From an optimization exercise on the open Yosys and OpenROAD flow, aimed at small area; shortcuts taken in it are not production practice.
The RTL was checked by simulation tests, not by an equivalence proof against the original design.
Power is estimated from default activity; no workload was simulated.

## flow/flow/run.sh

```bash
#!/bin/bash
# Standard layout, with two changes:
#  - synthesis maps the read-data select (module rdSelect) and the request
#    decode (reqDecode) by hand, from rdSelect_gates.v and reqDecode_gates.v
#    (see synth_own.tcl); everything else is the standard synthesis, so the
#    registers are the same;
#  - the smallest buffer on every input and output port.
set -euo pipefail
W="$PWD"
export BUFFER_PORTS_ARGS="-buffer_cell sky130_fd_sc_hd__buf_1"
export OWN_FLOW_DIR="$W/flow"
sed -e "s|SYNTH_SCRIPT=[^ ]*|SYNTH_SCRIPT=$W/flow/synth_own.tcl SYNTH_KEEP_MODULES=\"rdSelect reqDecode\"|" standard.sh > own_synth.sh
bash own_synth.sh synth > synth_own.log 2>&1
bash standard.sh > standard_flow.log 2>&1
```

## flow/flow/rdSelect_gates.v

```verilog
module rdSelect(words, pos, sel, q);
  input [415:0] words;
  input [7:0] pos;
  input [13:0] sel;
  output [31:0] q;
  wire [3:0] g0;
  wire n0;
  wire [3:0] g1;
  wire n1;
  wire [3:0] g2;
  wire n2;
  wire [3:0] g3;
  wire n3;
  wire [3:0] g4;
  wire n4;
  wire [3:0] g5;
  wire n5;
  wire [3:0] g6;
  wire n6;
  wire [3:0] g7;
  wire n7;
  wire [3:0] g8;
  wire n8;
  wire [3:0] g9;
  wire n9;
  wire [3:0] g10;
  wire n10;
  wire [3:0] g11;
  wire n11;
  wire [3:0] g12;
  wire n12;
  wire [3:0] g13;
  wire n13;
  wire [3:0] g14;
  wire n14;
  wire [3:0] g15;
  wire n15;
  wire [3:0] g16;
  wire n16;
  wire [3:0] g17;
  wire n17;
  wire [3:0] g18;
  wire n18;
  wire [3:0] g19;
  wire n19;
  wire [3:0] g20;
  wire n20;
  wire [3:0] g21;
  wire n21;
  wire [3:0] g22;
  wire n22;
  wire [3:0] g23;
  wire n23;
  wire [3:0] g24;
  wire n24;
  wire [3:0] g25;
  wire n25;
  wire [3:0] g26;
  wire n26;
  wire [3:0] g27;
  wire n27;
  wire [3:0] g28;
  wire n28;
  wire [3:0] g29;
  wire n29;
  wire [3:0] g30;
  wire n30;
  wire [3:0] g31;
  wire n31;
  sky130_fd_sc_hd__a222oi_1 m0_0 (.A1(words[0]), .A2(sel[0]), .B1(words[32]), .B2(sel[1]), .C1(words[64]), .C2(sel[2]), .Y(g0[0]));
  sky130_fd_sc_hd__a222oi_1 m0_1 (.A1(words[96]), .A2(sel[3]), .B1(words[128]), .B2(sel[4]), .C1(words[160]), .C2(sel[5]), .Y(g0[1]));
  sky130_fd_sc_hd__a222oi_1 m0_2 (.A1(words[192]), .A2(sel[6]), .B1(words[224]), .B2(sel[7]), .C1(words[256]), .C2(sel[8]), .Y(g0[2]));
  sky130_fd_sc_hd__a222oi_1 m0_3 (.A1(words[288]), .A2(sel[9]), .B1(words[320]), .B2(sel[10]), .C1(words[352]), .C2(sel[11]), .Y(g0[3]));
  sky130_fd_sc_hd__nand4_1 n0_c (.A(g0[0]), .B(g0[1]), .C(g0[2]), .D(g0[3]), .Y(n0));
  sky130_fd_sc_hd__a221o_1 o0 (.A1(words[384]), .A2(sel[12]), .B1(pos[0]), .B2(sel[13]), .C1(n0), .X(q[0]));
  sky130_fd_sc_hd__a222oi_1 m1_0 (.A1(words[1]), .A2(sel[0]), .B1(words[33]), .B2(sel[1]), .C1(words[65]), .C2(sel[2]), .Y(g1[0]));
  sky130_fd_sc_hd__a222oi_1 m1_1 (.A1(words[97]), .A2(sel[3]), .B1(words[129]), .B2(sel[4]), .C1(words[161]), .C2(sel[5]), .Y(g1[1]));
  sky130_fd_sc_hd__a222oi_1 m1_2 (.A1(words[193]), .A2(sel[6]), .B1(words[225]), .B2(sel[7]), .C1(words[257]), .C2(sel[8]), .Y(g1[2]));
  sky130_fd_sc_hd__a222oi_1 m1_3 (.A1(words[289]), .A2(sel[9]), .B1(words[321]), .B2(sel[10]), .C1(words[353]), .C2(sel[11]), .Y(g1[3]));
  sky130_fd_sc_hd__nand4_1 n1_c (.A(g1[0]), .B(g1[1]), .C(g1[2]), .D(g1[3]), .Y(n1));
  sky130_fd_sc_hd__a221o_1 o1 (.A1(words[385]), .A2(sel[12]), .B1(pos[1]), .B2(sel[13]), .C1(n1), .X(q[1]));
  sky130_fd_sc_hd__a222oi_1 m2_0 (.A1(words[2]), .A2(sel[0]), .B1(words[34]), .B2(sel[1]), .C1(words[66]), .C2(sel[2]), .Y(g2[0]));
  sky130_fd_sc_hd__a222oi_1 m2_1 (.A1(words[98]), .A2(sel[3]), .B1(words[130]), .B2(sel[4]), .C1(words[162]), .C2(sel[5]), .Y(g2[1]));
  sky130_fd_sc_hd__a222oi_1 m2_2 (.A1(words[194]), .A2(sel[6]), .B1(words[226]), .B2(sel[7]), .C1(words[258]), .C2(sel[8]), .Y(g2[2]));
  sky130_fd_sc_hd__a222oi_1 m2_3 (.A1(words[290]), .A2(sel[9]), .B1(words[322]), .B2(sel[10]), .C1(words[354]), .C2(sel[11]), .Y(g2[3]));
  sky130_fd_sc_hd__nand4_1 n2_c (.A(g2[0]), .B(g2[1]), .C(g2[2]), .D(g2[3]), .Y(n2));
  sky130_fd_sc_hd__a221o_1 o2 (.A1(words[386]), .A2(sel[12]), .B1(pos[2]), .B2(sel[13]), .C1(n2), .X(q[2]));
  sky130_fd_sc_hd__a222oi_1 m3_0 (.A1(words[3]), .A2(sel[0]), .B1(words[35]), .B2(sel[1]), .C1(words[67]), .C2(sel[2]), .Y(g3[0]));
  sky130_fd_sc_hd__a222oi_1 m3_1 (.A1(words[99]), .A2(sel[3]), .B1(words[131]), .B2(sel[4]), .C1(words[163]), .C2(sel[5]), .Y(g3[1]));
  sky130_fd_sc_hd__a222oi_1 m3_2 (.A1(words[195]), .A2(sel[6]), .B1(words[227]), .B2(sel[7]), .C1(words[259]), .C2(sel[8]), .Y(g3[2]));
  sky130_fd_sc_hd__a222oi_1 m3_3 (.A1(words[291]), .A2(sel[9]), .B1(words[323]), .B2(sel[10]), .C1(words[355]), .C2(sel[11]), .Y(g3[3]));
  sky130_fd_sc_hd__nand4_1 n3_c (.A(g3[0]), .B(g3[1]), .C(g3[2]), .D(g3[3]), .Y(n3));
  sky130_fd_sc_hd__a221o_1 o3 (.A1(words[387]), .A2(sel[12]), .B1(pos[3]), .B2(sel[13]), .C1(n3), .X(q[3]));
  sky130_fd_sc_hd__a222oi_1 m4_0 (.A1(words[4]), .A2(sel[0]), .B1(words[36]), .B2(sel[1]), .C1(words[68]), .C2(sel[2]), .Y(g4[0]));
  sky130_fd_sc_hd__a222oi_1 m4_1 (.A1(words[100]), .A2(sel[3]), .B1(words[132]), .B2(sel[4]), .C1(words[164]), .C2(sel[5]), .Y(g4[1]));
  sky130_fd_sc_hd__a222oi_1 m4_2 (.A1(words[196]), .A2(sel[6]), .B1(words[228]), .B2(sel[7]), .C1(words[260]), .C2(sel[8]), .Y(g4[2]));
  sky130_fd_sc_hd__a222oi_1 m4_3 (.A1(words[292]), .A2(sel[9]), .B1(words[324]), .B2(sel[10]), .C1(words[356]), .C2(sel[11]), .Y(g4[3]));
  sky130_fd_sc_hd__nand4_1 n4_c (.A(g4[0]), .B(g4[1]), .C(g4[2]), .D(g4[3]), .Y(n4));
  sky130_fd_sc_hd__a221o_1 o4 (.A1(words[388]), .A2(sel[12]), .B1(pos[4]), .B2(sel[13]), .C1(n4), .X(q[4]));
  sky130_fd_sc_hd__a222oi_1 m5_0 (.A1(words[5]), .A2(sel[0]), .B1(words[37]), .B2(sel[1]), .C1(words[69]), .C2(sel[2]), .Y(g5[0]));
  sky130_fd_sc_hd__a222oi_1 m5_1 (.A1(words[101]), .A2(sel[3]), .B1(words[133]), .B2(sel[4]), .C1(words[165]), .C2(sel[5]), .Y(g5[1]));
  sky130_fd_sc_hd__a222oi_1 m5_2 (.A1(words[197]), .A2(sel[6]), .B1(words[229]), .B2(sel[7]), .C1(words[261]), .C2(sel[8]), .Y(g5[2]));
  sky130_fd_sc_hd__a222oi_1 m5_3 (.A1(words[293]), .A2(sel[9]), .B1(words[325]), .B2(sel[10]), .C1(words[357]), .C2(sel[11]), .Y(g5[3]));
  sky130_fd_sc_hd__nand4_1 n5_c (.A(g5[0]), .B(g5[1]), .C(g5[2]), .D(g5[3]), .Y(n5));
  sky130_fd_sc_hd__a221o_1 o5 (.A1(words[389]), .A2(sel[12]), .B1(pos[5]), .B2(sel[13]), .C1(n5), .X(q[5]));
  sky130_fd_sc_hd__a222oi_1 m6_0 (.A1(words[6]), .A2(sel[0]), .B1(words[38]), .B2(sel[1]), .C1(words[70]), .C2(sel[2]), .Y(g6[0]));
  sky130_fd_sc_hd__a222oi_1 m6_1 (.A1(words[102]), .A2(sel[3]), .B1(words[134]), .B2(sel[4]), .C1(words[166]), .C2(sel[5]), .Y(g6[1]));
  sky130_fd_sc_hd__a222oi_1 m6_2 (.A1(words[198]), .A2(sel[6]), .B1(words[230]), .B2(sel[7]), .C1(words[262]), .C2(sel[8]), .Y(g6[2]));
  sky130_fd_sc_hd__a222oi_1 m6_3 (.A1(words[294]), .A2(sel[9]), .B1(words[326]), .B2(sel[10]), .C1(words[358]), .C2(sel[11]), .Y(g6[3]));
  sky130_fd_sc_hd__nand4_1 n6_c (.A(g6[0]), .B(g6[1]), .C(g6[2]), .D(g6[3]), .Y(n6));
  sky130_fd_sc_hd__a221o_1 o6 (.A1(words[390]), .A2(sel[12]), .B1(pos[6]), .B2(sel[13]), .C1(n6), .X(q[6]));
  sky130_fd_sc_hd__a222oi_1 m7_0 (.A1(words[7]), .A2(sel[0]), .B1(words[39]), .B2(sel[1]), .C1(words[71]), .C2(sel[2]), .Y(g7[0]));
  sky130_fd_sc_hd__a222oi_1 m7_1 (.A1(words[103]), .A2(sel[3]), .B1(words[135]), .B2(sel[4]), .C1(words[167]), .C2(sel[5]), .Y(g7[1]));
  sky130_fd_sc_hd__a222oi_1 m7_2 (.A1(words[199]), .A2(sel[6]), .B1(words[231]), .B2(sel[7]), .C1(words[263]), .C2(sel[8]), .Y(g7[2]));
  sky130_fd_sc_hd__a222oi_1 m7_3 (.A1(words[295]), .A2(sel[9]), .B1(words[327]), .B2(sel[10]), .C1(words[359]), .C2(sel[11]), .Y(g7[3]));
  sky130_fd_sc_hd__nand4_1 n7_c (.A(g7[0]), .B(g7[1]), .C(g7[2]), .D(g7[3]), .Y(n7));
  sky130_fd_sc_hd__a221o_1 o7 (.A1(words[391]), .A2(sel[12]), .B1(pos[7]), .B2(sel[13]), .C1(n7), .X(q[7]));
  sky130_fd_sc_hd__a222oi_1 m8_0 (.A1(words[8]), .A2(sel[0]), .B1(words[40]), .B2(sel[1]), .C1(words[72]), .C2(sel[2]), .Y(g8[0]));
  sky130_fd_sc_hd__a222oi_1 m8_1 (.A1(words[104]), .A2(sel[3]), .B1(words[136]), .B2(sel[4]), .C1(words[168]), .C2(sel[5]), .Y(g8[1]));
  sky130_fd_sc_hd__a222oi_1 m8_2 (.A1(words[200]), .A2(sel[6]), .B1(words[232]), .B2(sel[7]), .C1(words[264]), .C2(sel[8]), .Y(g8[2]));
  sky130_fd_sc_hd__a222oi_1 m8_3 (.A1(words[296]), .A2(sel[9]), .B1(words[328]), .B2(sel[10]), .C1(words[360]), .C2(sel[11]), .Y(g8[3]));
  sky130_fd_sc_hd__nand4_1 n8_c (.A(g8[0]), .B(g8[1]), .C(g8[2]), .D(g8[3]), .Y(n8));
  sky130_fd_sc_hd__a21o_1 o8 (.A1(words[392]), .A2(sel[12]), .B1(n8), .X(q[8]));
  sky130_fd_sc_hd__a222oi_1 m9_0 (.A1(words[9]), .A2(sel[0]), .B1(words[41]), .B2(sel[1]), .C1(words[73]), .C2(sel[2]), .Y(g9[0]));
  sky130_fd_sc_hd__a222oi_1 m9_1 (.A1(words[105]), .A2(sel[3]), .B1(words[137]), .B2(sel[4]), .C1(words[169]), .C2(sel[5]), .Y(g9[1]));
  sky130_fd_sc_hd__a222oi_1 m9_2 (.A1(words[201]), .A2(sel[6]), .B1(words[233]), .B2(sel[7]), .C1(words[265]), .C2(sel[8]), .Y(g9[2]));
  sky130_fd_sc_hd__a222oi_1 m9_3 (.A1(words[297]), .A2(sel[9]), .B1(words[329]), .B2(sel[10]), .C1(words[361]), .C2(sel[11]), .Y(g9[3]));
  sky130_fd_sc_hd__nand4_1 n9_c (.A(g9[0]), .B(g9[1]), .C(g9[2]), .D(g9[3]), .Y(n9));
  sky130_fd_sc_hd__a21o_1 o9 (.A1(words[393]), .A2(sel[12]), .B1(n9), .X(q[9]));
  sky130_fd_sc_hd__a222oi_1 m10_0 (.A1(words[10]), .A2(sel[0]), .B1(words[42]), .B2(sel[1]), .C1(words[74]), .C2(sel[2]), .Y(g10[0]));
  sky130_fd_sc_hd__a222oi_1 m10_1 (.A1(words[106]), .A2(sel[3]), .B1(words[138]), .B2(sel[4]), .C1(words[170]), .C2(sel[5]), .Y(g10[1]));
  sky130_fd_sc_hd__a222oi_1 m10_2 (.A1(words[202]), .A2(sel[6]), .B1(words[234]), .B2(sel[7]), .C1(words[266]), .C2(sel[8]), .Y(g10[2]));
  sky130_fd_sc_hd__a222oi_1 m10_3 (.A1(words[298]), .A2(sel[9]), .B1(words[330]), .B2(sel[10]), .C1(words[362]), .C2(sel[11]), .Y(g10[3]));
  sky130_fd_sc_hd__nand4_1 n10_c (.A(g10[0]), .B(g10[1]), .C(g10[2]), .D(g10[3]), .Y(n10));
  sky130_fd_sc_hd__a21o_1 o10 (.A1(words[394]), .A2(sel[12]), .B1(n10), .X(q[10]));
  sky130_fd_sc_hd__a222oi_1 m11_0 (.A1(words[11]), .A2(sel[0]), .B1(words[43]), .B2(sel[1]), .C1(words[75]), .C2(sel[2]), .Y(g11[0]));
  sky130_fd_sc_hd__a222oi_1 m11_1 (.A1(words[107]), .A2(sel[3]), .B1(words[139]), .B2(sel[4]), .C1(words[171]), .C2(sel[5]), .Y(g11[1]));
  sky130_fd_sc_hd__a222oi_1 m11_2 (.A1(words[203]), .A2(sel[6]), .B1(words[235]), .B2(sel[7]), .C1(words[267]), .C2(sel[8]), .Y(g11[2]));
  sky130_fd_sc_hd__a222oi_1 m11_3 (.A1(words[299]), .A2(sel[9]), .B1(words[331]), .B2(sel[10]), .C1(words[363]), .C2(sel[11]), .Y(g11[3]));
  sky130_fd_sc_hd__nand4_1 n11_c (.A(g11[0]), .B(g11[1]), .C(g11[2]), .D(g11[3]), .Y(n11));
  sky130_fd_sc_hd__a21o_1 o11 (.A1(words[395]), .A2(sel[12]), .B1(n11), .X(q[11]));
  sky130_fd_sc_hd__a222oi_1 m12_0 (.A1(words[12]), .A2(sel[0]), .B1(words[44]), .B2(sel[1]), .C1(words[76]), .C2(sel[2]), .Y(g12[0]));
  sky130_fd_sc_hd__a222oi_1 m12_1 (.A1(words[108]), .A2(sel[3]), .B1(words[140]), .B2(sel[4]), .C1(words[172]), .C2(sel[5]), .Y(g12[1]));
  sky130_fd_sc_hd__a222oi_1 m12_2 (.A1(words[204]), .A2(sel[6]), .B1(words[236]), .B2(sel[7]), .C1(words[268]), .C2(sel[8]), .Y(g12[2]));
  sky130_fd_sc_hd__a222oi_1 m12_3 (.A1(words[300]), .A2(sel[9]), .B1(words[332]), .B2(sel[10]), .C1(words[364]), .C2(sel[11]), .Y(g12[3]));
  sky130_fd_sc_hd__nand4_1 n12_c (.A(g12[0]), .B(g12[1]), .C(g12[2]), .D(g12[3]), .Y(n12));
  sky130_fd_sc_hd__a21o_1 o12 (.A1(words[396]), .A2(sel[12]), .B1(n12), .X(q[12]));
  sky130_fd_sc_hd__a222oi_1 m13_0 (.A1(words[13]), .A2(sel[0]), .B1(words[45]), .B2(sel[1]), .C1(words[77]), .C2(sel[2]), .Y(g13[0]));
  sky130_fd_sc_hd__a222oi_1 m13_1 (.A1(words[109]), .A2(sel[3]), .B1(words[141]), .B2(sel[4]), .C1(words[173]), .C2(sel[5]), .Y(g13[1]));
  sky130_fd_sc_hd__a222oi_1 m13_2 (.A1(words[205]), .A2(sel[6]), .B1(words[237]), .B2(sel[7]), .C1(words[269]), .C2(sel[8]), .Y(g13[2]));
  sky130_fd_sc_hd__a222oi_1 m13_3 (.A1(words[301]), .A2(sel[9]), .B1(words[333]), .B2(sel[10]), .C1(words[365]), .C2(sel[11]), .Y(g13[3]));
  sky130_fd_sc_hd__nand4_1 n13_c (.A(g13[0]), .B(g13[1]), .C(g13[2]), .D(g13[3]), .Y(n13));
  sky130_fd_sc_hd__a21o_1 o13 (.A1(words[397]), .A2(sel[12]), .B1(n13), .X(q[13]));
  sky130_fd_sc_hd__a222oi_1 m14_0 (.A1(words[14]), .A2(sel[0]), .B1(words[46]), .B2(sel[1]), .C1(words[78]), .C2(sel[2]), .Y(g14[0]));
  sky130_fd_sc_hd__a222oi_1 m14_1 (.A1(words[110]), .A2(sel[3]), .B1(words[142]), .B2(sel[4]), .C1(words[174]), .C2(sel[5]), .Y(g14[1]));
  sky130_fd_sc_hd__a222oi_1 m14_2 (.A1(words[206]), .A2(sel[6]), .B1(words[238]), .B2(sel[7]), .C1(words[270]), .C2(sel[8]), .Y(g14[2]));
  sky130_fd_sc_hd__a222oi_1 m14_3 (.A1(words[302]), .A2(sel[9]), .B1(words[334]), .B2(sel[10]), .C1(words[366]), .C2(sel[11]), .Y(g14[3]));
  sky130_fd_sc_hd__nand4_1 n14_c (.A(g14[0]), .B(g14[1]), .C(g14[2]), .D(g14[3]), .Y(n14));
  sky130_fd_sc_hd__a21o_1 o14 (.A1(words[398]), .A2(sel[12]), .B1(n14), .X(q[14]));
  sky130_fd_sc_hd__a222oi_1 m15_0 (.A1(words[15]), .A2(sel[0]), .B1(words[47]), .B2(sel[1]), .C1(words[79]), .C2(sel[2]), .Y(g15[0]));
  sky130_fd_sc_hd__a222oi_1 m15_1 (.A1(words[111]), .A2(sel[3]), .B1(words[143]), .B2(sel[4]), .C1(words[175]), .C2(sel[5]), .Y(g15[1]));
  sky130_fd_sc_hd__a222oi_1 m15_2 (.A1(words[207]), .A2(sel[6]), .B1(words[239]), .B2(sel[7]), .C1(words[271]), .C2(sel[8]), .Y(g15[2]));
  sky130_fd_sc_hd__a222oi_1 m15_3 (.A1(words[303]), .A2(sel[9]), .B1(words[335]), .B2(sel[10]), .C1(words[367]), .C2(sel[11]), .Y(g15[3]));
  sky130_fd_sc_hd__nand4_1 n15_c (.A(g15[0]), .B(g15[1]), .C(g15[2]), .D(g15[3]), .Y(n15));
  sky130_fd_sc_hd__a21o_1 o15 (.A1(words[399]), .A2(sel[12]), .B1(n15), .X(q[15]));
  sky130_fd_sc_hd__a222oi_1 m16_0 (.A1(words[16]), .A2(sel[0]), .B1(words[48]), .B2(sel[1]), .C1(words[80]), .C2(sel[2]), .Y(g16[0]));
  sky130_fd_sc_hd__a222oi_1 m16_1 (.A1(words[112]), .A2(sel[3]), .B1(words[144]), .B2(sel[4]), .C1(words[176]), .C2(sel[5]), .Y(g16[1]));
  sky130_fd_sc_hd__a222oi_1 m16_2 (.A1(words[208]), .A2(sel[6]), .B1(words[240]), .B2(sel[7]), .C1(words[272]), .C2(sel[8]), .Y(g16[2]));
  sky130_fd_sc_hd__a222oi_1 m16_3 (.A1(words[304]), .A2(sel[9]), .B1(words[336]), .B2(sel[10]), .C1(words[368]), .C2(sel[11]), .Y(g16[3]));
  sky130_fd_sc_hd__nand4_1 n16_c (.A(g16[0]), .B(g16[1]), .C(g16[2]), .D(g16[3]), .Y(n16));
  sky130_fd_sc_hd__a21o_1 o16 (.A1(words[400]), .A2(sel[12]), .B1(n16), .X(q[16]));
  sky130_fd_sc_hd__a222oi_1 m17_0 (.A1(words[17]), .A2(sel[0]), .B1(words[49]), .B2(sel[1]), .C1(words[81]), .C2(sel[2]), .Y(g17[0]));
  sky130_fd_sc_hd__a222oi_1 m17_1 (.A1(words[113]), .A2(sel[3]), .B1(words[145]), .B2(sel[4]), .C1(words[177]), .C2(sel[5]), .Y(g17[1]));
  sky130_fd_sc_hd__a222oi_1 m17_2 (.A1(words[209]), .A2(sel[6]), .B1(words[241]), .B2(sel[7]), .C1(words[273]), .C2(sel[8]), .Y(g17[2]));
  sky130_fd_sc_hd__a222oi_1 m17_3 (.A1(words[305]), .A2(sel[9]), .B1(words[337]), .B2(sel[10]), .C1(words[369]), .C2(sel[11]), .Y(g17[3]));
  sky130_fd_sc_hd__nand4_1 n17_c (.A(g17[0]), .B(g17[1]), .C(g17[2]), .D(g17[3]), .Y(n17));
  sky130_fd_sc_hd__a21o_1 o17 (.A1(words[401]), .A2(sel[12]), .B1(n17), .X(q[17]));
  sky130_fd_sc_hd__a222oi_1 m18_0 (.A1(words[18]), .A2(sel[0]), .B1(words[50]), .B2(sel[1]), .C1(words[82]), .C2(sel[2]), .Y(g18[0]));
  sky130_fd_sc_hd__a222oi_1 m18_1 (.A1(words[114]), .A2(sel[3]), .B1(words[146]), .B2(sel[4]), .C1(words[178]), .C2(sel[5]), .Y(g18[1]));
  sky130_fd_sc_hd__a222oi_1 m18_2 (.A1(words[210]), .A2(sel[6]), .B1(words[242]), .B2(sel[7]), .C1(words[274]), .C2(sel[8]), .Y(g18[2]));
  sky130_fd_sc_hd__a222oi_1 m18_3 (.A1(words[306]), .A2(sel[9]), .B1(words[338]), .B2(sel[10]), .C1(words[370]), .C2(sel[11]), .Y(g18[3]));
  sky130_fd_sc_hd__nand4_1 n18_c (.A(g18[0]), .B(g18[1]), .C(g18[2]), .D(g18[3]), .Y(n18));
  sky130_fd_sc_hd__a21o_1 o18 (.A1(words[402]), .A2(sel[12]), .B1(n18), .X(q[18]));
  sky130_fd_sc_hd__a222oi_1 m19_0 (.A1(words[19]), .A2(sel[0]), .B1(words[51]), .B2(sel[1]), .C1(words[83]), .C2(sel[2]), .Y(g19[0]));
  sky130_fd_sc_hd__a222oi_1 m19_1 (.A1(words[115]), .A2(sel[3]), .B1(words[147]), .B2(sel[4]), .C1(words[179]), .C2(sel[5]), .Y(g19[1]));
  sky130_fd_sc_hd__a222oi_1 m19_2 (.A1(words[211]), .A2(sel[6]), .B1(words[243]), .B2(sel[7]), .C1(words[275]), .C2(sel[8]), .Y(g19[2]));
  sky130_fd_sc_hd__a222oi_1 m19_3 (.A1(words[307]), .A2(sel[9]), .B1(words[339]), .B2(sel[10]), .C1(words[371]), .C2(sel[11]), .Y(g19[3]));
  sky130_fd_sc_hd__nand4_1 n19_c (.A(g19[0]), .B(g19[1]), .C(g19[2]), .D(g19[3]), .Y(n19));
  sky130_fd_sc_hd__a21o_1 o19 (.A1(words[403]), .A2(sel[12]), .B1(n19), .X(q[19]));
  sky130_fd_sc_hd__a222oi_1 m20_0 (.A1(words[20]), .A2(sel[0]), .B1(words[52]), .B2(sel[1]), .C1(words[84]), .C2(sel[2]), .Y(g20[0]));
  sky130_fd_sc_hd__a222oi_1 m20_1 (.A1(words[116]), .A2(sel[3]), .B1(words[148]), .B2(sel[4]), .C1(words[180]), .C2(sel[5]), .Y(g20[1]));
  sky130_fd_sc_hd__a222oi_1 m20_2 (.A1(words[212]), .A2(sel[6]), .B1(words[244]), .B2(sel[7]), .C1(words[276]), .C2(sel[8]), .Y(g20[2]));
  sky130_fd_sc_hd__a222oi_1 m20_3 (.A1(words[308]), .A2(sel[9]), .B1(words[340]), .B2(sel[10]), .C1(words[372]), .C2(sel[11]), .Y(g20[3]));
  sky130_fd_sc_hd__nand4_1 n20_c (.A(g20[0]), .B(g20[1]), .C(g20[2]), .D(g20[3]), .Y(n20));
  sky130_fd_sc_hd__a21o_1 o20 (.A1(words[404]), .A2(sel[12]), .B1(n20), .X(q[20]));
  sky130_fd_sc_hd__a222oi_1 m21_0 (.A1(words[21]), .A2(sel[0]), .B1(words[53]), .B2(sel[1]), .C1(words[85]), .C2(sel[2]), .Y(g21[0]));
  sky130_fd_sc_hd__a222oi_1 m21_1 (.A1(words[117]), .A2(sel[3]), .B1(words[149]), .B2(sel[4]), .C1(words[181]), .C2(sel[5]), .Y(g21[1]));
  sky130_fd_sc_hd__a222oi_1 m21_2 (.A1(words[213]), .A2(sel[6]), .B1(words[245]), .B2(sel[7]), .C1(words[277]), .C2(sel[8]), .Y(g21[2]));
  sky130_fd_sc_hd__a222oi_1 m21_3 (.A1(words[309]), .A2(sel[9]), .B1(words[341]), .B2(sel[10]), .C1(words[373]), .C2(sel[11]), .Y(g21[3]));
  sky130_fd_sc_hd__nand4_1 n21_c (.A(g21[0]), .B(g21[1]), .C(g21[2]), .D(g21[3]), .Y(n21));
  sky130_fd_sc_hd__a21o_1 o21 (.A1(words[405]), .A2(sel[12]), .B1(n21), .X(q[21]));
  sky130_fd_sc_hd__a222oi_1 m22_0 (.A1(words[22]), .A2(sel[0]), .B1(words[54]), .B2(sel[1]), .C1(words[86]), .C2(sel[2]), .Y(g22[0]));
  sky130_fd_sc_hd__a222oi_1 m22_1 (.A1(words[118]), .A2(sel[3]), .B1(words[150]), .B2(sel[4]), .C1(words[182]), .C2(sel[5]), .Y(g22[1]));
  sky130_fd_sc_hd__a222oi_1 m22_2 (.A1(words[214]), .A2(sel[6]), .B1(words[246]), .B2(sel[7]), .C1(words[278]), .C2(sel[8]), .Y(g22[2]));
  sky130_fd_sc_hd__a222oi_1 m22_3 (.A1(words[310]), .A2(sel[9]), .B1(words[342]), .B2(sel[10]), .C1(words[374]), .C2(sel[11]), .Y(g22[3]));
  sky130_fd_sc_hd__nand4_1 n22_c (.A(g22[0]), .B(g22[1]), .C(g22[2]), .D(g22[3]), .Y(n22));
  sky130_fd_sc_hd__a21o_1 o22 (.A1(words[406]), .A2(sel[12]), .B1(n22), .X(q[22]));
  sky130_fd_sc_hd__a222oi_1 m23_0 (.A1(words[23]), .A2(sel[0]), .B1(words[55]), .B2(sel[1]), .C1(words[87]), .C2(sel[2]), .Y(g23[0]));
  sky130_fd_sc_hd__a222oi_1 m23_1 (.A1(words[119]), .A2(sel[3]), .B1(words[151]), .B2(sel[4]), .C1(words[183]), .C2(sel[5]), .Y(g23[1]));
  sky130_fd_sc_hd__a222oi_1 m23_2 (.A1(words[215]), .A2(sel[6]), .B1(words[247]), .B2(sel[7]), .C1(words[279]), .C2(sel[8]), .Y(g23[2]));
  sky130_fd_sc_hd__a222oi_1 m23_3 (.A1(words[311]), .A2(sel[9]), .B1(words[343]), .B2(sel[10]), .C1(words[375]), .C2(sel[11]), .Y(g23[3]));
  sky130_fd_sc_hd__nand4_1 n23_c (.A(g23[0]), .B(g23[1]), .C(g23[2]), .D(g23[3]), .Y(n23));
  sky130_fd_sc_hd__a21o_1 o23 (.A1(words[407]), .A2(sel[12]), .B1(n23), .X(q[23]));
  sky130_fd_sc_hd__a222oi_1 m24_0 (.A1(words[24]), .A2(sel[0]), .B1(words[56]), .B2(sel[1]), .C1(words[88]), .C2(sel[2]), .Y(g24[0]));
  sky130_fd_sc_hd__a222oi_1 m24_1 (.A1(words[120]), .A2(sel[3]), .B1(words[152]), .B2(sel[4]), .C1(words[184]), .C2(sel[5]), .Y(g24[1]));
  sky130_fd_sc_hd__a222oi_1 m24_2 (.A1(words[216]), .A2(sel[6]), .B1(words[248]), .B2(sel[7]), .C1(words[280]), .C2(sel[8]), .Y(g24[2]));
  sky130_fd_sc_hd__a222oi_1 m24_3 (.A1(words[312]), .A2(sel[9]), .B1(words[344]), .B2(sel[10]), .C1(words[376]), .C2(sel[11]), .Y(g24[3]));
  sky130_fd_sc_hd__nand4_1 n24_c (.A(g24[0]), .B(g24[1]), .C(g24[2]), .D(g24[3]), .Y(n24));
  sky130_fd_sc_hd__a21o_1 o24 (.A1(words[408]), .A2(sel[12]), .B1(n24), .X(q[24]));
  sky130_fd_sc_hd__a222oi_1 m25_0 (.A1(words[25]), .A2(sel[0]), .B1(words[57]), .B2(sel[1]), .C1(words[89]), .C2(sel[2]), .Y(g25[0]));
  sky130_fd_sc_hd__a222oi_1 m25_1 (.A1(words[121]), .A2(sel[3]), .B1(words[153]), .B2(sel[4]), .C1(words[185]), .C2(sel[5]), .Y(g25[1]));
  sky130_fd_sc_hd__a222oi_1 m25_2 (.A1(words[217]), .A2(sel[6]), .B1(words[249]), .B2(sel[7]), .C1(words[281]), .C2(sel[8]), .Y(g25[2]));
  sky130_fd_sc_hd__a222oi_1 m25_3 (.A1(words[313]), .A2(sel[9]), .B1(words[345]), .B2(sel[10]), .C1(words[377]), .C2(sel[11]), .Y(g25[3]));
  sky130_fd_sc_hd__nand4_1 n25_c (.A(g25[0]), .B(g25[1]), .C(g25[2]), .D(g25[3]), .Y(n25));
  sky130_fd_sc_hd__a21o_1 o25 (.A1(words[409]), .A2(sel[12]), .B1(n25), .X(q[25]));
  sky130_fd_sc_hd__a222oi_1 m26_0 (.A1(words[26]), .A2(sel[0]), .B1(words[58]), .B2(sel[1]), .C1(words[90]), .C2(sel[2]), .Y(g26[0]));
  sky130_fd_sc_hd__a222oi_1 m26_1 (.A1(words[122]), .A2(sel[3]), .B1(words[154]), .B2(sel[4]), .C1(words[186]), .C2(sel[5]), .Y(g26[1]));
  sky130_fd_sc_hd__a222oi_1 m26_2 (.A1(words[218]), .A2(sel[6]), .B1(words[250]), .B2(sel[7]), .C1(words[282]), .C2(sel[8]), .Y(g26[2]));
  sky130_fd_sc_hd__a222oi_1 m26_3 (.A1(words[314]), .A2(sel[9]), .B1(words[346]), .B2(sel[10]), .C1(words[378]), .C2(sel[11]), .Y(g26[3]));
  sky130_fd_sc_hd__nand4_1 n26_c (.A(g26[0]), .B(g26[1]), .C(g26[2]), .D(g26[3]), .Y(n26));
  sky130_fd_sc_hd__a21o_1 o26 (.A1(words[410]), .A2(sel[12]), .B1(n26), .X(q[26]));
  sky130_fd_sc_hd__a222oi_1 m27_0 (.A1(words[27]), .A2(sel[0]), .B1(words[59]), .B2(sel[1]), .C1(words[91]), .C2(sel[2]), .Y(g27[0]));
  sky130_fd_sc_hd__a222oi_1 m27_1 (.A1(words[123]), .A2(sel[3]), .B1(words[155]), .B2(sel[4]), .C1(words[187]), .C2(sel[5]), .Y(g27[1]));
  sky130_fd_sc_hd__a222oi_1 m27_2 (.A1(words[219]), .A2(sel[6]), .B1(words[251]), .B2(sel[7]), .C1(words[283]), .C2(sel[8]), .Y(g27[2]));
  sky130_fd_sc_hd__a222oi_1 m27_3 (.A1(words[315]), .A2(sel[9]), .B1(words[347]), .B2(sel[10]), .C1(words[379]), .C2(sel[11]), .Y(g27[3]));
  sky130_fd_sc_hd__nand4_1 n27_c (.A(g27[0]), .B(g27[1]), .C(g27[2]), .D(g27[3]), .Y(n27));
  sky130_fd_sc_hd__a21o_1 o27 (.A1(words[411]), .A2(sel[12]), .B1(n27), .X(q[27]));
  sky130_fd_sc_hd__a222oi_1 m28_0 (.A1(words[28]), .A2(sel[0]), .B1(words[60]), .B2(sel[1]), .C1(words[92]), .C2(sel[2]), .Y(g28[0]));
  sky130_fd_sc_hd__a222oi_1 m28_1 (.A1(words[124]), .A2(sel[3]), .B1(words[156]), .B2(sel[4]), .C1(words[188]), .C2(sel[5]), .Y(g28[1]));
  sky130_fd_sc_hd__a222oi_1 m28_2 (.A1(words[220]), .A2(sel[6]), .B1(words[252]), .B2(sel[7]), .C1(words[284]), .C2(sel[8]), .Y(g28[2]));
  sky130_fd_sc_hd__a222oi_1 m28_3 (.A1(words[316]), .A2(sel[9]), .B1(words[348]), .B2(sel[10]), .C1(words[380]), .C2(sel[11]), .Y(g28[3]));
  sky130_fd_sc_hd__nand4_1 n28_c (.A(g28[0]), .B(g28[1]), .C(g28[2]), .D(g28[3]), .Y(n28));
  sky130_fd_sc_hd__a21o_1 o28 (.A1(words[412]), .A2(sel[12]), .B1(n28), .X(q[28]));
  sky130_fd_sc_hd__a222oi_1 m29_0 (.A1(words[29]), .A2(sel[0]), .B1(words[61]), .B2(sel[1]), .C1(words[93]), .C2(sel[2]), .Y(g29[0]));
  sky130_fd_sc_hd__a222oi_1 m29_1 (.A1(words[125]), .A2(sel[3]), .B1(words[157]), .B2(sel[4]), .C1(words[189]), .C2(sel[5]), .Y(g29[1]));
  sky130_fd_sc_hd__a222oi_1 m29_2 (.A1(words[221]), .A2(sel[6]), .B1(words[253]), .B2(sel[7]), .C1(words[285]), .C2(sel[8]), .Y(g29[2]));
  sky130_fd_sc_hd__a222oi_1 m29_3 (.A1(words[317]), .A2(sel[9]), .B1(words[349]), .B2(sel[10]), .C1(words[381]), .C2(sel[11]), .Y(g29[3]));
  sky130_fd_sc_hd__nand4_1 n29_c (.A(g29[0]), .B(g29[1]), .C(g29[2]), .D(g29[3]), .Y(n29));
  sky130_fd_sc_hd__a21o_1 o29 (.A1(words[413]), .A2(sel[12]), .B1(n29), .X(q[29]));
  sky130_fd_sc_hd__a222oi_1 m30_0 (.A1(words[30]), .A2(sel[0]), .B1(words[62]), .B2(sel[1]), .C1(words[94]), .C2(sel[2]), .Y(g30[0]));
  sky130_fd_sc_hd__a222oi_1 m30_1 (.A1(words[126]), .A2(sel[3]), .B1(words[158]), .B2(sel[4]), .C1(words[190]), .C2(sel[5]), .Y(g30[1]));
  sky130_fd_sc_hd__a222oi_1 m30_2 (.A1(words[222]), .A2(sel[6]), .B1(words[254]), .B2(sel[7]), .C1(words[286]), .C2(sel[8]), .Y(g30[2]));
  sky130_fd_sc_hd__a222oi_1 m30_3 (.A1(words[318]), .A2(sel[9]), .B1(words[350]), .B2(sel[10]), .C1(words[382]), .C2(sel[11]), .Y(g30[3]));
  sky130_fd_sc_hd__nand4_1 n30_c (.A(g30[0]), .B(g30[1]), .C(g30[2]), .D(g30[3]), .Y(n30));
  sky130_fd_sc_hd__a21o_1 o30 (.A1(words[414]), .A2(sel[12]), .B1(n30), .X(q[30]));
  sky130_fd_sc_hd__a222oi_1 m31_0 (.A1(words[31]), .A2(sel[0]), .B1(words[63]), .B2(sel[1]), .C1(words[95]), .C2(sel[2]), .Y(g31[0]));
  sky130_fd_sc_hd__a222oi_1 m31_1 (.A1(words[127]), .A2(sel[3]), .B1(words[159]), .B2(sel[4]), .C1(words[191]), .C2(sel[5]), .Y(g31[1]));
  sky130_fd_sc_hd__a222oi_1 m31_2 (.A1(words[223]), .A2(sel[6]), .B1(words[255]), .B2(sel[7]), .C1(words[287]), .C2(sel[8]), .Y(g31[2]));
  sky130_fd_sc_hd__a222oi_1 m31_3 (.A1(words[319]), .A2(sel[9]), .B1(words[351]), .B2(sel[10]), .C1(words[383]), .C2(sel[11]), .Y(g31[3]));
  sky130_fd_sc_hd__nand4_1 n31_c (.A(g31[0]), .B(g31[1]), .C(g31[2]), .D(g31[3]), .Y(n31));
  sky130_fd_sc_hd__a21o_1 o31 (.A1(words[415]), .A2(sel[12]), .B1(n31), .X(q[31]));
endmodule
```

## flow/flow/reqDecode_gates.v

```verilog
module reqDecode(sel, read, rst, rstPrev, addr, load, slot, ack);
  input sel, read, rst, rstPrev;
  input [15:0] addr;
  output [12:0] load;
  output [13:0] slot;
  output ack;
  wire n2, n3, n4, c1, c2, h0, hf, x, wg0, wg1, wgf, n7, z43, m, t0, tf, s, g0, g1, gf;
  wire [7:0] d;
  sky130_fd_sc_hd__inv_1 i2 (.A(addr[2]), .Y(n2));
  sky130_fd_sc_hd__inv_1 i3 (.A(addr[3]), .Y(n3));
  sky130_fd_sc_hd__inv_1 i4 (.A(addr[4]), .Y(n4));
  sky130_fd_sc_hd__nor3_1 pd0 (.A(addr[2]), .B(addr[3]), .C(addr[4]), .Y(d[0]));
  sky130_fd_sc_hd__nor3_1 pd1 (.A(n2), .B(addr[3]), .C(addr[4]), .Y(d[1]));
  sky130_fd_sc_hd__nor3_1 pd2 (.A(addr[2]), .B(n3), .C(addr[4]), .Y(d[2]));
  sky130_fd_sc_hd__nor3_1 pd3 (.A(n2), .B(n3), .C(addr[4]), .Y(d[3]));
  sky130_fd_sc_hd__nor3_1 pd4 (.A(addr[2]), .B(addr[3]), .C(n4), .Y(d[4]));
  sky130_fd_sc_hd__nor3_1 pd5 (.A(n2), .B(addr[3]), .C(n4), .Y(d[5]));
  sky130_fd_sc_hd__nor3_1 pd6 (.A(addr[2]), .B(n3), .C(n4), .Y(d[6]));
  sky130_fd_sc_hd__nor3_1 pd7 (.A(n2), .B(n3), .C(n4), .Y(d[7]));
  sky130_fd_sc_hd__nor4_1 uc1 (.A(addr[15]), .B(addr[14]), .C(addr[12]), .D(addr[7]), .Y(c1));
  sky130_fd_sc_hd__nor4b_1 uc2 (.A(addr[5]), .B(addr[1]), .C(addr[0]), .D_N(addr[13]), .Y(c2));
  sky130_fd_sc_hd__nor4_1 uh0 (.A(addr[11]), .B(addr[10]), .C(addr[9]), .D(addr[8]), .Y(h0));
  sky130_fd_sc_hd__and4_1 uhf (.A(addr[11]), .B(addr[10]), .C(addr[9]), .D(addr[8]), .X(hf));
  sky130_fd_sc_hd__and4b_1 ux (.A_N(read), .B(sel), .C(c1), .D(c2), .X(x));
  sky130_fd_sc_hd__and3b_1 uwg0 (.A_N(addr[6]), .B(x), .C(h0), .X(wg0));
  sky130_fd_sc_hd__and3_1 uwg1 (.A(x), .B(h0), .C(addr[6]), .X(wg1));
  sky130_fd_sc_hd__and3b_1 uwgf (.A_N(addr[6]), .B(x), .C(hf), .X(wgf));
  sky130_fd_sc_hd__a21o_2 ul0 (.A1(wg0), .A2(d[0]), .B1(rst), .X(load[0]));
  sky130_fd_sc_hd__a21o_2 ul1 (.A1(wg0), .A2(d[1]), .B1(rst), .X(load[1]));
  sky130_fd_sc_hd__a21o_2 ul2 (.A1(wg0), .A2(d[2]), .B1(rst), .X(load[2]));
  sky130_fd_sc_hd__a21o_2 ul3 (.A1(wg0), .A2(d[3]), .B1(rst), .X(load[3]));
  sky130_fd_sc_hd__a21o_2 ul4 (.A1(wg0), .A2(d[4]), .B1(rst), .X(load[4]));
  sky130_fd_sc_hd__a21o_2 ul5 (.A1(wg0), .A2(d[5]), .B1(rst), .X(load[5]));
  sky130_fd_sc_hd__a21o_2 ul6 (.A1(wg0), .A2(d[6]), .B1(rst), .X(load[6]));
  sky130_fd_sc_hd__a21o_2 ul7 (.A1(wg1), .A2(d[2]), .B1(rst), .X(load[7]));
  sky130_fd_sc_hd__a21o_2 ul8 (.A1(wg1), .A2(d[3]), .B1(rst), .X(load[8]));
  sky130_fd_sc_hd__a21o_2 ul9 (.A1(wg1), .A2(d[4]), .B1(rst), .X(load[9]));
  sky130_fd_sc_hd__a21o_2 ul10 (.A1(wg1), .A2(d[5]), .B1(rst), .X(load[10]));
  sky130_fd_sc_hd__a21o_2 ul11 (.A1(wgf), .A2(d[0]), .B1(rst), .X(load[11]));
  sky130_fd_sc_hd__a21o_2 ul12 (.A1(wgf), .A2(d[1]), .B1(rst), .X(load[12]));
  sky130_fd_sc_hd__nand3_1 un7 (.A(addr[4]), .B(addr[3]), .C(addr[2]), .Y(n7));
  sky130_fd_sc_hd__nor2_1 uz43 (.A(addr[4]), .B(addr[3]), .Y(z43));
  sky130_fd_sc_hd__nand2_1 um (.A(addr[6]), .B(z43), .Y(m));
  sky130_fd_sc_hd__and3_1 ut0 (.A(h0), .B(n7), .C(m), .X(t0));
  sky130_fd_sc_hd__and3b_1 utf (.A_N(addr[6]), .B(hf), .C(z43), .X(tf));
  sky130_fd_sc_hd__nor2b_1 us (.A(rst), .B_N(sel), .Y(s));
  sky130_fd_sc_hd__o2111a_1 uack (.A1(t0), .A2(tf), .B1(s), .C1(c1), .D1(c2), .X(ack));
  sky130_fd_sc_hd__nor2_1 ug0 (.A(addr[8]), .B(addr[6]), .Y(g0));
  sky130_fd_sc_hd__nor2b_1 ug1 (.A(addr[8]), .B_N(addr[6]), .Y(g1));
  sky130_fd_sc_hd__nor2b_1 ugf (.A(addr[6]), .B_N(addr[8]), .Y(gf));
  sky130_fd_sc_hd__and2_1 us0 (.A(g0), .B(d[0]), .X(slot[0]));
  sky130_fd_sc_hd__and2_1 us1 (.A(g0), .B(d[1]), .X(slot[1]));
  sky130_fd_sc_hd__and2_1 us2 (.A(g0), .B(d[2]), .X(slot[2]));
  sky130_fd_sc_hd__and2_1 us3 (.A(g0), .B(d[3]), .X(slot[3]));
  sky130_fd_sc_hd__and2_1 us4 (.A(g0), .B(d[4]), .X(slot[4]));
  sky130_fd_sc_hd__and2_1 us5 (.A(g0), .B(d[5]), .X(slot[5]));
  sky130_fd_sc_hd__and2_1 us6 (.A(g0), .B(d[6]), .X(slot[6]));
  sky130_fd_sc_hd__and2_1 us7 (.A(g1), .B(d[2]), .X(slot[7]));
  sky130_fd_sc_hd__and2_1 us8 (.A(g1), .B(d[3]), .X(slot[8]));
  sky130_fd_sc_hd__and2_1 us9 (.A(g1), .B(d[4]), .X(slot[9]));
  sky130_fd_sc_hd__and2_1 us10 (.A(g1), .B(d[5]), .X(slot[10]));
  sky130_fd_sc_hd__and2_1 us11 (.A(gf), .B(d[0]), .X(slot[11]));
  sky130_fd_sc_hd__and2_1 us12 (.A(gf), .B(d[1]), .X(slot[12]));
  sky130_fd_sc_hd__and3b_1 us13 (.A_N(rstPrev), .B(g1), .C(d[6]), .X(slot[13]));
endmodule
```

## flow/flow/synth_own.tcl

```tcl
# The standard synthesis (synth_recipe.tcl), with one change: the read-data
# select rdSelect and the request decode reqDecode are kept whole through
# synthesis (SYNTH_KEEP_MODULES) and then replaced by their hand-mapped cells
# (rdSelect_gates.v, reqDecode_gates.v) before flattening.
proc synth {args} { yosys synth -nofsm -noshare {*}$args }
source $::env(SCRIPTS_DIR)/synth.tcl
delete rdSelect reqDecode
read_verilog $::env(OWN_FLOW_DIR)/rdSelect_gates.v
read_verilog $::env(OWN_FLOW_DIR)/reqDecode_gates.v
hierarchy -top $::env(DESIGN_NAME)
# left out here: clear keep_hierarchy, flatten, clean up, hide names made inside functions
tee -o $::env(REPORTS_DIR)/synth_stat_own.txt stat {*}$lib_args
# left out here: write 1_2_yosys.v
```

## flow/standard.sh

```bash
#!/bin/bash
# synth_recipe.tcl (not shown) runs the flow's synth.tcl, then flattens the netlist and writes it again
# the make line also repeats each setting of config.mk as NAME=value (left out here)
make -C /OpenROAD-flow-scripts/flow DESIGN_CONFIG=/design/flow/config.mk WORK_HOME=/design/flow/orfs CLKGATE_MAP_FILE= SYNTH_SCRIPT=/design/flow/synth_recipe.tcl "${@:-finish}"
```

## flow/config.mk

```make
export PLATFORM = sky130hd
export DESIGN_NAME = csr_top
export DESIGN_NICKNAME = csr_top
export VERILOG_FILES = /design/flow/design.v
export SDC_FILE = /design/flow/constraint.sdc
export NUM_CORES = 4
export LEC_CHECK = 0
export CAP_MARGIN = 5
export CORE_MARGIN = 2
export CORE_UTILIZATION = 80
export CTS_BUF_LIST = sky130_fd_sc_hd__clkbuf_8
export CTS_CLUSTER_DIAMETER = 60
export CTS_CLUSTER_SIZE = 18
export SLEW_MARGIN = 5
```

## flow/constraint.sdc

```tcl
create_clock -name core_clock -period 8.0 [get_ports {clk}]
set_input_delay 1.6000 -clock core_clock [delete_from_list [all_inputs] [get_ports {clk}]]
set_output_delay 1.6000 -clock core_clock [all_outputs]
set_load 0.01 [all_outputs]
```

## flow/design.v

```verilog
`timescale 1ns/1ps
`default_nettype none
module csr_top
(
    input  wire         clk,
    input  wire         rst,
    input  wire         req_sel,
    input  wire         req_read,
    input  wire [15:0]  req_addr,
    input  wire [31:0]  req_wdat,
    output reg          rsp_dack,
    output reg  [31:0]  rsp_rdat,
    output wire [177:0] ctrlFields,
    input  wire [7:0]   curWavePosition
);
    localparam int N = 13;
    localparam logic [N*16-1:0] ADDRS = {
        16'h2F04, 16'h2F00, 16'h2054, 16'h2050, 16'h204C, 16'h2048,
        16'h2018, 16'h2014, 16'h2010, 16'h200C, 16'h2008, 16'h2004, 16'h2000
    };
    localparam logic [N*32-1:0] RESETS = {
        32'd8, 32'd11, 32'hFD78_0C32, 32'h0000_1000, 32'd0, 32'd0,
        32'd1000, 32'd0, 32'd1, 32'd0, 32'd0, 32'd1, 32'd1000
    };
    localparam logic [15:0] ADDR_WAVE = 16'h2058;
    logic [N-1:0] load;
    logic [N:0]   slot;
    logic         ack;
    logic         rstPrev;
    reqDecode reqDecode_i
    (
        .sel     (req_sel),
        .read    (req_read),
        .rst     (rst),
        .rstPrev (rstPrev),
        .addr    (req_addr),
        .load    (load),
        .slot    (slot),
        .ack     (ack)
    );
    logic [31:0] dZero;
    logic [31:0] dOne;
    assign dZero = req_wdat & ~{32{rst}};
    assign dOne  = req_wdat | {32{rst}};
    logic [31:0] regs [N];
    for (genvar k = 0; k < N; k++)
    begin : g_word
        logic [31:0] dIn;
        for (genvar b = 0; b < 32; b++)
        begin : g_bit
            assign dIn[b] = RESETS[k*32 + b] ? dOne[b] : dZero[b];
        end
        always_ff @(posedge clk)
        begin
            if (load[k])
                regs[k] <= dIn;
        end
    end
    assign ctrlFields[177:162] = regs[0][15:0];
    assign ctrlFields[161:146] = regs[1][15:0];
    assign ctrlFields[145:130] = regs[4][15:0];
    assign ctrlFields[129:114] = regs[6][15:0];
    assign ctrlFields[113:98]  = regs[11][15:0];
    assign ctrlFields[97:90]   = regs[2][7:0];
    assign ctrlFields[89:82]   = regs[3][7:0];
    assign ctrlFields[81:74]   = regs[5][7:0];
    assign ctrlFields[73:66]   = regs[12][7:0];
    assign ctrlFields[65]      = regs[7][0];
    assign ctrlFields[64]      = regs[8][0];
    assign ctrlFields[63:32]   = regs[9];
    assign ctrlFields[31:0]    = regs[10];
    logic [7:0] posNow;
    logic [7:0] posOld;
    always_ff @(posedge clk)
    begin
        posNow  <= curWavePosition;
        posOld  <= posNow;
        rstPrev <= rst;
    end
    logic          ackPend;
    logic [N:0]    selHot;
    always_ff @(posedge clk)
    begin
        ackPend <= ack;
        selHot  <= slot;
    end
    logic [N*32-1:0] words;
    logic [31:0]     rdMux;
    for (genvar k = 0; k < N; k++)
    begin : g_words
        assign words[k*32 +: 32] = regs[k];
    end
    rdSelect rdSelect_i
    (
        .words (words),
        .pos   (posOld),
        .sel   (selHot),
        .q     (rdMux)
    );
    always_ff @(posedge clk)
    begin
        rsp_dack <= ackPend & ~rst;
        rsp_rdat <= rdMux;
    end
endmodule
`default_nettype wire
`default_nettype none
module rdSelect
(
    input  wire [13*32-1:0] words,
    input  wire [7:0]       pos,
    input  wire [13:0]      sel,
    output logic [31:0]     q
);
    always_comb
    begin
        q = {24'b0, pos & {8{sel[13]}}};
        for (int i = 0; i < 13; i++)
            q = q | (words[i*32 +: 32] & {32{sel[i]}});
    end
endmodule
`default_nettype wire
`default_nettype none
module reqDecode
(
    input  wire         sel,
    input  wire         read,
    input  wire         rst,
    input  wire         rstPrev,
    input  wire [15:0]  addr,
    output logic [12:0] load,
    output logic [13:0] slot,
    output logic        ack
);
    localparam logic [13*16-1:0] ADDRS = {
        16'h2F04, 16'h2F00, 16'h2054, 16'h2050, 16'h204C, 16'h2048,
        16'h2018, 16'h2014, 16'h2010, 16'h200C, 16'h2008, 16'h2004, 16'h2000
    };
    localparam logic [15:0] ADDR_WAVE = 16'h2058;
    logic [12:0] hit;
    logic        hitWave;
    logic [4:0]  key;
    assign key = {addr[8], addr[6], addr[4:2]};
    always_comb
    begin
        for (int i = 0; i < 13; i++)
        begin
            hit[i]  = (addr == ADDRS[i*16 +: 16]);
            load[i] = rst | (sel & ~read & hit[i]);
            slot[i] = (key == {ADDRS[i*16 + 8], ADDRS[i*16 + 6], ADDRS[i*16 + 2 +: 3]});
        end
        hitWave  = (addr == ADDR_WAVE);
        slot[13] = (key == {ADDR_WAVE[8], ADDR_WAVE[6], ADDR_WAVE[4:2]}) & ~rstPrev;
        ack      = sel & ~rst & ((|hit) | hitWave);
    end
endmodule
`default_nettype wire
```

==> impl_metrics.yaml, run 1 <==
routing:
  vias: 9858
  routed_wirelength_um: 39430
  firstDrtPassIters: 9
  drt-vias-per-instance: 7.113
  drc: 0
  wl_per_cell_um: 28.45
  drtAntennaViolNets: 0
  drt_iter0_markers: 1751
worst_setup_path:
  crit_path_end_kind: "flop"
  reg2reg_depth: 3
  start_kind: "input port"
  r2r_slack_ns: 6.07
  path_max_fanout: 39
  rr_endpoint: "rsp_rdat[26]$_DFF_P_"
  cp.arrival_ns: 3.67
  worstSetupEndpoint: "regs[1][23]$_DFFE_PP_"
  r2r-start: "selHot[9]$_DFF_P_"
  crit_required_ns: 8.23
  path_class: "in -> reg"
  crit_start: "rst"
timing:
  finalHoldViolCount: 0
  fin_crit_ns: 3.432
  setup_tns_ns: 0
  fin_crit_sh: 0.4290
  worst_pin_slew_ns: 1.120
  skew_ns: 0.02083
  rsz0062_at_grt: "no"
  max_slew_margin: 0.2536
  finalSetupViolations: 0
  maxSlewViolCount: 0
  hold_ws_ns: 0.3375
  fmax_ghz: 0.2914
cts:
  cts_root_buffer: "clkbuf_8"
  post-cts-setup-buffer-count: 0
  cts_buffers: 30
  clk_latency_ns: 0.62
  cts_tree: "built"
  holdBufCountCts: 0
  clk_pin_slew_ns: 0.10
  htreeDepth: 1
  cts_max_path_buffers: 3
  ctsResizeCount: 0
  clock-sinks: 481
floorplanning:
  fp.dieW_um: 150.5
  ios: 271
  initial_utilization: 0.8172
  fp-row-count: 53
  coreArea_um2: 21020
  dieArea_um2: 22660
  dieHeight_um: 150.5
final_layout:
  n_antenna_cell: 0
  drive_above_1_share: 0.05401
  nFillCells: 924
  nets: 1147
  area_growth_pct: 5.937
yosys:
  syn_area_per_cell_um2: 19.00
  ys.warnings.count: 4
  syn_nets: 964
  syn-cell-area_um2: 17180
  synthCells: 904
placement:
  place.gp.congestion: 0.8104
  dpl.hpwl_um: 22050
  io_buffers: 270
run_status:
  status: "no timing/DRC/antenna violations"
worst_hold_path:
  hold_class: "reg -> reg"
grt:
  antenna_found_initial: 0
  grt_pass1_vias: 9540
  grt-ovfl-total: 0
  grt_use_total: 0.3472
  grt_max_degree: 40
  grt_pass1_wl_um: 56370
power_and_ir_drop:
  pwr_density_cell_nw_per_um2: 242.2
  power_leakage_nw: 6.195
  max-vdd-ir-drop_mv: 0.2074
run:
  cap_violations: 0
[layout by cell type, fill, tap and decap left out]
cell type	instances
and4_1	1
or2_1	23
a221o_1	8
and2_1	13
nand3_1	1
nand2_1	1
nor3_1	7
and3_1	2
clkbuf_8	31
nor2_1	2
inv_1	27
and2b_1	6
nand4_1	32
a21o_2	13
bufinv_16	1
buf_1	269
nor4b_1	1
nor2b_1	30
dfxtp_2	13
and3b_1	4
nor4_1	2
edfxtp_1	416
a222oi_1	128
buf_4	1
o2111a_1	1
dfxtp_1	52
a21o_1	24
and4b_1	1
clkbuf_2	1
[worst min path at each step]
stage / from / endpoint / slack, ns / cells past startpoint
detailed placement: posNow[4]$_DFF_P_ / posOld[4]$_DFF_P_ / 0.31 / 0
global route: posNow[4]$_DFF_P_ / posOld[4]$_DFF_P_ / 0.35 / 0
global placement: posNow[0]$_DFF_P_ / posOld[0]$_DFF_P_ / 0.31 / 0
finish: posNow[7]$_DFF_P_ / posOld[7]$_DFF_P_ / 0.34 / 0
floorplan: posNow[0]$_DFF_P_ / posOld[0]$_DFF_P_ / 0.31 / 0
CTS: posNow[4]$_DFF_P_ / posOld[4]$_DFF_P_ / 0.34 / 0
[critical path: stages]
cell and delay [ns]:
clkbuf_2 0.59, buf_4 0.51, a21o_2 0.91
[per-stage QoR]
step | instance area (um2) | std cells | power [mW] | util | setup WS, ns
2_1_floorplan | 17180 | 904 | 3.266 | - | 4.708
4_1_cts | 18200 | 1386 | 4.412 | 0.8657 | 4.612
3_5_place_dp | 17650 | 1330 | 3.376 | 0.8397 | 3.970
6_report | 18200 | 1386 | 4.407 | 0.8657 | 4.568
5_1_grt | 18200 | 1386 | 4.543 | 0.8657 | 4.481
3_3_place_gp | 17650 | 1330 | 3.356 | 0.8397 | 4.063
[sequential cells by signal, summed over array words and instances (netlist names)]
name,flops
ackPend,1
selHot,14
rsp_dack,1
posNow,8
regs,416
posOld,8
rsp_rdat,32
rstPrev,1
[metal layers]
layer,GRT usage,up-vias,part of all wire
li1,-,4078,-
met1,0.4876,4753,0.33
met5,0,-,0
met2,0.5623,919,0.49
met3,0.05848,108,0.15
met4,0.1330,0,0.031
[final cells by class]
type                       count  area [um2]  share of cell area
clock buffer                  31       426.7             0.02345
multi-input combinational    300        2464              0.1354
timing repair buffer         271        1022             0.05617
inverter                       3       11.26           0.0006188
sequential                   481       13810              0.7589
tap                          275       344.1             0.01891
clock inverter                25       120.1            0.006601
[power breakdown]
group	internal (mW)	leakage (nW)	switching, mW
sequential	2.94	4.56	0.102
clock	0.394	0.365	0.689
combinational	0.0840	1.27	0.198
total	3.42	6.20	0.988
==> run 2, diff against run 1 <==
==> flow/flow/run.sh (replaced) <==
#!/bin/bash
# Standard layout, with two changes:
#  - synthesis maps the read-data select (module rdSelect) and the request
#    decode (reqDecode) by hand, from rdSelect_gates.v and reqDecode_gates.v
#    (see synth_own.tcl); everything else is the standard synthesis, so the
#    registers are the same;
#  - the smallest buffer on every input and output port;
#  - clock tree synthesis without dummy loads (the same settings otherwise).
set -euo pipefail
W="$PWD"
export BUFFER_PORTS_ARGS="-buffer_cell sky130_fd_sc_hd__buf_1"
export OWN_FLOW_DIR="$W/flow"
export CTS_ARGS="-sink_clustering_enable -repair_clock_nets -sink_clustering_size 18 -sink_clustering_max_diameter 60 -buf_list sky130_fd_sc_hd__clkbuf_8 -dont_use_dummy_load"
sed -e "s|SYNTH_SCRIPT=[^ ]*|SYNTH_SCRIPT=$W/flow/synth_own.tcl SYNTH_KEEP_MODULES=\"rdSelect reqDecode\"|" standard.sh > own_synth.sh
bash own_synth.sh synth > synth_own.log 2>&1
bash standard.sh > standard_flow.log 2>&1
==> impl_metrics.yaml, run 2 <==
routing:
  drt_iter0_markers: 1698
  drtAntennaViolNets: 0
  routed_wirelength_um: 39430
  drt-vias-per-instance: 7.218
  drc: 0
  vias: 9816
  wl_per_cell_um: 28.99
  firstDrtPassIters: 9
cts:
  post-cts-setup-buffer-count: 0
  htreeDepth: 1
  cts_root_buffer: "clkbuf_8"
  ctsResizeCount: 0
  holdBufCountCts: 0
  clk_latency_ns: 0.62
  clk_pin_slew_ns: 0.10
  cts_tree: "built"
  clock-sinks: 481
  cts_buffers: 30
  cts_max_path_buffers: 3
floorplanning:
  initial_utilization: 0.8172
  fp-row-count: 53
  dieArea_um2: 22660
  ios: 271
  dieHeight_um: 150.5
  coreArea_um2: 21020
  fp.dieW_um: 150.5
power_and_ir_drop:
  power_leakage_nw: 6.046
  pwr_density_cell_nw_per_um2: 239.2
  max-vdd-ir-drop_mv: 0.1902
final_layout:
  n_antenna_cell: 0
  reg.largest.list: "regs: 416 flops, rsp_rdat: 32 flops, selHot: 14 flops"
  nFillCells: 950
  layout_commonest_cell: "edfxtp_1"
  fin_area_um2: 18060
  nets: 1147
  mostFrequentLayoutCells: "edfxtp_1 (416), buf_1 (269), a222oi_1 (128), dfxtp_1 (52), nand4_1 (32)"
  largest_reg_flops: 416
  multi_input_area_um2: 2464
  drive_above_1_share: 0.05346
  register_area_um2: 13810
  largest-register: "regs"
  area_growth_pct: 5.157
worst_hold_path:
  hold_class: "reg -> reg"
  hp-start: "posNow[7]$_DFF_P_"
timing:
  skew_ns: 0.02299
  fin_crit_ns: 3.446
  finalHoldViolCount: 0
  fin_crit_sh: 0.4307
  max_slew_margin: 0.2532
  maxSlewViolCount: 0
  rsz0062_at_grt: "no"
  finalSetupViolations: 0
  worst_pin_slew_ns: 1.120
  fmax_ghz: 0.2902
  setup_tns_ns: 0
yosys:
  ys.warnings.count: 4
  syn-cell-area_um2: 17180
  synthCells: 904
  syn_area_per_cell_um2: 19.00
  syn_nets: 964
worst_setup_path:
  reg2reg_depth: 3
  crit_required_ns: 8.24
  crit_path_end_kind: "flop"
  r2r_slack_ns: 6.09
  rr_endpoint: "rsp_rdat[26]$_DFF_P_"
  worstSetupEndpoint: "regs[10][23]$_DFFE_PP_"
  path_max_fanout: 39
  r2r-start: "selHot[9]$_DFF_P_"
  start_kind: "input port"
  path_class: "in -> reg"
  crit_start: "rst"
  cp.arrival_ns: 3.68
grt:
  grt_pass1_wl_um: 56120
  grt-ovfl-total: 0
  grt_pass1_vias: 9420
  antenna_found_initial: 0
  grt_use_total: 0.3480
  grt_max_degree: 40
placement:
  dpl.hpwl_um: 22050
  io_buffers: 270
  place.gp.congestion: 0.8104
  dpl-instance-area_um2: 17650
run:
  cap_violations: 0
run_status:
  status: "no timing/DRC/antenna violations"
-- run 2: how the worst min path moves through the flow --
| stage | cells after the start | slack, ns | endpoint |
|---|---|---|---|
| 6_report | 0 | 0.34 | posOld[7]$_DFF_P_ |
| 5_1_grt | 0 | 0.34 | posOld[4]$_DFF_P_ |
| 2_1_floorplan | 0 | 0.31 | posOld[0]$_DFF_P_ |
| 3_3_place_gp | 0 | 0.31 | posOld[0]$_DFF_P_ |
| 4_1_cts | 0 | 0.34 | posOld[7]$_DFF_P_ |
| 3_5_place_dp | 0 | 0.31 | posOld[4]$_DFF_P_ |
-- run 2: layout make-up --
class	instances	area share
Timing Repair Buffer	271	0.05659
Sequential cell	481	0.7645
Multi-Input combinational cell	300	0.1364
Clock buffer	30	0.02286
Tap cell	275	0.01905
Inverter	3	0.0006234
-- run 2: layer usage --
layer,track usage,routed length [um],up-vias
li1,-,-,4045
met1,0.4913,12970,4743
met2,0.5634,19330,927
met3,0.05970,5839,101
met4,0.1264,1285,0
met5,0,0,-
-- run 2: power by group --
group	switching, mW	internal (mW)
Combinational	0.198	0.0840
Clock	0.661	0.336
Sequential	0.101	2.94
Total	0.960	3.36
-- run 2: per-stage QoR --
| stage | instances | worst slack (ns) | util | hold WS (ns) | power, mW |
|---|---|---|---|---|---|
| 3_3_place_gp | 1330 | 4.063 | 0.8397 | 0.3120 | 3.356 |
| 6_report | 1360 | 4.554 | 0.8593 | 0.3368 | 4.322 |
| 3_5_place_dp | 1330 | 3.970 | 0.8397 | 0.3128 | 3.376 |
| 4_1_cts | 1360 | 4.617 | 0.8593 | 0.3375 | 4.320 |
| 5_1_grt | 1360 | 4.484 | 0.8593 | 0.3445 | 4.448 |
| 2_1_floorplan | 904 | 4.708 | - | 0.3096 | 3.266 |
-- run 2: critical path, stage by stage --
cell and delay (ns):
clkbuf_2 0.60, buf_4 0.50, a21o_2 0.91

==> port drivers added, routing unchanged <==
The results above use ideal ports. As a check the final layouts listed here were re-extracted and re-timed, cells and wires unchanged. Step 1 (the two cells are an assumption about what drives the block):
set clk [get_ports {clk}]
set_driving_cell -lib_cell sky130_fd_sc_hd__clkbuf_16 $clk
set_driving_cell -lib_cell sky130_fd_sc_hd__buf_2 [delete_from_list [all_inputs] $clk]
Step 2 times the ports against the registers' clock, not the clock port: input delays grow and output delays shrink by t, the midpoint of the rising clock arrivals with the driver on. Three values: ideal, step 1, step 2; two values: the first two.
| run | t, ns | slack for setup (ns) | worst data-port slew with drivers (ns) |
|---|---|---|---|
| run 1 | 0.647 | 4.568 / 4.589 / 3.942 | 0.05 |
| run 2 | 0.651 | 4.554 / 4.580 / 3.929 | 0.05 |
After both steps setup and hold are still met in every run listed. The setup slack of run 1, which loses most, moves by +0.021 ns with the drivers and by -0.626 ns with both steps.
